From an optimization exercise on the open Yosys and OpenROAD flow, aimed at small area, a short achievable clock period and few clock cycles per item; shortcuts taken in it are not production practice.
No activity file was given, so power comes from the tool's default toggle rates.

== the baseline ==
// fpu_top
module fpu_top (
    input  logic            clk,
    input  logic            rst,
    input  logic            in_valid,
    output logic            in_ready,
    input  logic [31:0]     op_a,
    input  logic [31:0]     op_b,
    input  logic [1:0]      op,
    output logic            out_valid,
    input  logic            out_ready,
    output logic [31:0]     result,
    output logic [3:0]      flags
);
    localparam logic [1:0] SP_NONE = 2'd0;
    localparam logic [1:0] SP_NAN  = 2'd1;
    localparam logic [1:0] SP_INF  = 2'd2;
    localparam logic [1:0] SP_ZERO = 2'd3;
    logic v1, v2, ov, kv;
    logic ir, ovn;                
    logic go;
    assign go        = !kv;       
    assign in_ready  = ir;
    assign out_valid = !ovn;
    logic [31:0] r1_a, r1_b;
    logic [1:0]  r1_op;
    logic [11:0] bd_one, bd_two, bd_neg, r1_one, r1_two, r1_neg;
    fp_booth_enc u_benc (.f (op_b[22:0]), .one (bd_one), .two (bd_two), .neg (bd_neg));
    always_ff @(posedge clk) begin
        if (rst)     v1 <= 1'b0;
        else if (go) v1 <= in_valid;
    end
    always_ff @(posedge clk) begin
        if (go) begin
            r1_a  <= op_a;
            r1_b  <= op_b;
            r1_op <= op;
            r1_one <= bd_one;
            r1_two <= bd_two;
            r1_neg <= bd_neg;
        end
    end
    logic        sa, sb, esb;
  ...
Size: roughly 3400 cells after synthesis, ~110 I/O pins, roughly 37000 µm² of cells after synthesis.
==> flow/config.mk <==
export PLATFORM = sky130hd
export DESIGN_NAME = fpu_top
export DESIGN_NICKNAME = fpu_top
export VERILOG_FILES = /design/flow/design.v
export SDC_FILE = /design/flow/constraint.sdc
export NUM_CORES = 4
export LEC_CHECK = 0
export CAP_MARGIN = 20
export CORE_MARGIN = 2
export CORE_UTILIZATION = 45
export PLACE_DENSITY = 0.6
export SLEW_MARGIN = 20
==> flow/constraint.sdc <==
create_clock -name core_clock -period 13.0 [get_ports {clk}]
set_input_delay 2.6000 -clock core_clock [delete_from_list [all_inputs] [get_ports {clk}]]
set_output_delay 2.6000 -clock core_clock [all_outputs]
set_load 0.01 [all_outputs]
standard.sh (not shown) runs the stock make flow with config.mk's settings and CLKGATE_MAP_FILE= SYNTH_SCRIPT=/design/flow/synth_recipe.tcl, a recipe that flattens the netlist after the stock synthesis.
==> flow/flow/run.sh <==
#!/bin/bash
# Standard layout with two changes:
#  - after the standard synthesis, flow/fixinv.py removes inverters between
#    full-adder cells (a full adder is self-dual, so a cell can work on
#    complemented inputs and give complemented outputs); registers and all
#    other cells are untouched;
#  - timing repair aims below the clock period: repair_timing works until
#    every path has SETUP_SLACK_MARGIN ns to spare;
#  - every input and output port still gets a buffer, a buf_2 rather than
#    the slow clkdlybuf4s50 delay cell that buffer_ports picks by default.
set -euo pipefail
M=8.5
R=orfs/results/sky130hd/fpu_top/base
bash standard.sh SETUP_SLACK_MARGIN=$M synth > synth.log 2>&1
cp $R/1_2_yosys.v synth_netlist_orig.log
python3 flow/fixinv.py synth_netlist_orig.log $R/1_2_yosys.v > fixinv.log 2>&1
touch $R/1_2_yosys.v
bash standard.sh SETUP_SLACK_MARGIN=$M "BUFFER_PORTS_ARGS=-buffer_cell sky130_fd_sc_hd__buf_2" finish > flow.log 2>&1
Other scripts of this flow, unchanged in this note and not shown: flow/flow/fixinv.py
Here is what was changed in the inputs of the candidate compared with the baseline.
--- a/flow/design.v
+++ b/flow/design.v
@@ -1266,81 +1266,84 @@
                 sps = sa ^ sb;
             end else if (za || zb) begin
                 spk = SP_ZERO;
                 sps = sa ^ sb;
             end
         end
     end
     logic [7:0]  e_big, ediff;
     logic [22:0] f_big, f_small;
     logic        e_ge, small_z, s_big, eff_sub;
     logic [23:0] sig_small, sig_x;
-    logic [4:0]  shamt, tz_a, tz_b, tz_s;
-    logic [5:0]  lo_pos;
+    logic [4:0]  shamt, tz_a, tz_b;
     logic [26:0] al0, al16, al8;
     logic        st0;
     logic [7:0]  d_ab, d_ba;
     fp_pfx_add #(.W(8)) u_dab (.a (ea), .b (~eb), .cin (1'b1), .s (d_ab), .co (e_ge));
     fp_pfx_add #(.W(8)) u_dba (.a (eb), .b (~ea), .cin (1'b1), .s (d_ba), .co ());
     fp_tz24 u_tza (.f (fa), .tz (tz_a));
     fp_tz24 u_tzb (.f (fb), .tz (tz_b));
     assign e_big     = e_ge ? ea : eb;
     assign ediff     = e_ge ? d_ab : d_ba;
     assign small_z   = e_ge ? zb : za;
     assign f_big     = a_ge ? fa : fb;
     assign f_small   = a_ge ? fb : fa;
-    assign tz_s      = a_ge ? tz_b : tz_a;
     assign s_big     = a_ge ? sa : esb;
     assign eff_sub   = sa ^ esb;
     assign sig_small = small_z ? 24'd0 : {1'b1, f_small};
     assign sig_x     = sig_small ^ {24{eff_sub}};
     assign shamt     = (ediff[7:5] != 3'd0) ? 5'd31 : ediff[4:0];
-    assign lo_pos    = small_z ? 6'd32 : ({1'b0, tz_s} + 6'd3);
-    assign st0       = ({1'b0, shamt} >= lo_pos);
+    logic st0_a, st0_b;
+    assign st0_a     = ({1'b0, shamt} >= ({1'b0, tz_a} + 6'd3));
+    assign st0_b     = ({1'b0, shamt} >= ({1'b0, tz_b} + 6'd3));
+    assign st0       = !small_z && (a_ge ? st0_b : st0_a);
     assign al0       = {sig_x, {3{eff_sub}}};
     assign al16      = shamt[4] ? {{16{eff_sub}}, al0[26:16]} : al0;
     assign al8       = shamt[3] ? {{8{eff_sub}}, al16[26:8]} : al16;
     logic [47:0] cs_s, cs_c, cs_t;
     logic [9:0]  mexp;
     fp_mul_core u_mul (
         .a      (fa),
         .bd_one (r1_one),
         .bd_two (r1_two),
         .bd_neg (r1_neg),
         .cs_s   (cs_s),
         .cs_c   (cs_c),
         .cs_t   (cs_t)
     );
     localparam logic [9:0] MINUS_BIAS = 10'h381;
     logic [9:0] me_s, me_c;
     assign me_s = {2'b00, ea} ^ {2'b00, eb} ^ MINUS_BIAS;
     assign me_c = {(({1'b0, ea[7:0]} & {1'b0, eb[7:0]}) |
                     ({1'b0, ea[7:0]} & MINUS_BIAS[8:0]) |
                     ({1'b0, eb[7:0]} & MINUS_BIAS[8:0])), 1'b0};
     fp_pfx_add #(.W(10)) u_mexp (.a (me_s), .b (me_c), .cin (1'b0), .s (mexp), .co ());
+    logic m_sticky;
+    assign m_sticky = (({1'b0, tz_a} + {1'b0, tz_b}) < 6'd21);
     logic [47:0] r2_s, r2_c, r2_t;
     logic [9:0]  r2_e;
-    logic        r2_sgn, r2_mul, r2_sps;
+    logic        r2_sgn, r2_mul, r2_sps, r2_mst;
     logic [1:0]  r2_spk;
     always_ff @(posedge clk) begin
         if (rst)     v2 <= 1'b0;
         else if (go) v2 <= v1;
     end
     always_ff @(posedge clk) begin
         if (go) begin
             r2_s   <= is_mul ? cs_s : {eff_sub, f_big, al8[26:3]};
             r2_c   <= cs_c;
             r2_t   <= {cs_t[47:7], is_mul ? cs_t[6:0] : {al8[2:0], shamt[2:0], st0}};
             r2_e   <= is_mul ? mexp : {2'b00, e_big};
             r2_sgn <= is_mul ? (sa ^ sb) : s_big;
             r2_mul <= is_mul;
+            r2_mst <= m_sticky;
             r2_spk <= spk;
             r2_sps <= sps;
         end
     end
     logic [26:0] sh_v [0:3];
     logic [2:0]  r2_sh;
     logic        r2_eff_sub, r2_st0;
     logic [27:0] raw_sum;
     assign r2_eff_sub = r2_s[47];
     assign r2_sh      = r2_t[3:1];
     assign r2_st0     = r2_t[0];
@@ -1355,23 +1358,23 @@
         .cin (r2_eff_sub),
         .s   (raw_sum),
         .co  ()
     );
     logic [47:0] prod;
     logic [27:0] m_x;
     logic [47:0] p3_s, p3_c;
     assign p3_s = r2_s ^ r2_c ^ r2_t;
     assign p3_c = {(r2_s[46:0] & r2_c[46:0]) | (r2_s[46:0] & r2_t[46:0]) |
                    (r2_c[46:0] & r2_t[46:0]), 1'b0};
     fp_pfx_add #(.W(48)) u_prod (.a (p3_s), .b (p3_c), .cin (1'b0), .s (prod), .co ());
-    assign m_x  = {prod[47:21], |prod[20:0]};
+    assign m_x  = {prod[47:21], r2_mst};
     logic        v3;
     logic [27:0] r3_x;
     logic [9:0]  r3_e;
     logic        r3_sgn, r3_sps;
     logic [1:0]  r3_spk;
     always_ff @(posedge clk) begin
         if (rst)     v3 <= 1'b0;
         else if (go) v3 <= v2;
     end
     always_ff @(posedge clk) begin
         if (go) begin
--- outcome ---
- In the candidate, y dimension of the die is higher than in the baseline.
- The lower final total power of the baseline and the candidate is in the baseline.
- The candidate has average via count per standard cell above what the baseline had.
- Count of non-filler cells in the finished layout, the baseline and the candidate: smaller value in the baseline
- Side by side, power share of the clock group turned out higher in the candidate than in the baseline.
- | sequential cell count | the baseline vs the candidate | ≈ equal |
- The lower overall routed net length of the baseline and the candidate is in the baseline.
- NOTE: met1 demand-to-capacity share in global routing in the candidate exceeds that of the baseline
- In the reports for the baseline and the candidate, the larger area of the die belongs to the candidate.
- Share of total power in combinational logic, the baseline and the candidate: lower on the candidate
No run of this note included a check of the RTL's function; only the layout flow was run.

==> afterwards: timing with drivers on the ports <==
In the flow no input, the clock included, has a driving cell. The finished layouts below were timed again as built, in two steps.
Step 1: set_driving_cell puts a clkbuf_16 on clk and a buf_2 on each other input, an assumption about the parent block.
Step 2 moves the port delays by t, midway between the first and last clock arrival at a register: inputs arrive t later, outputs are due t later. That takes back most of the time a late clock gives input paths.
a / b / c = no drivers / after step 1 / after step 2; a / b = the first two.
| run | t (ns) | slack for setup (ns) | worst setup path at the end |
|---|---|---|---|
| the baseline | 0.690 | 8.435 / 8.435 / 8.181 | input to register |
| the candidate | 0.690 | 8.535 / 8.535 / 8.535 | register to register |
After both steps setup and hold are still met in every run listed. The setup slack of the baseline, which loses most, moves by 0.000 ns with the drivers and by -0.254 ns with both steps.
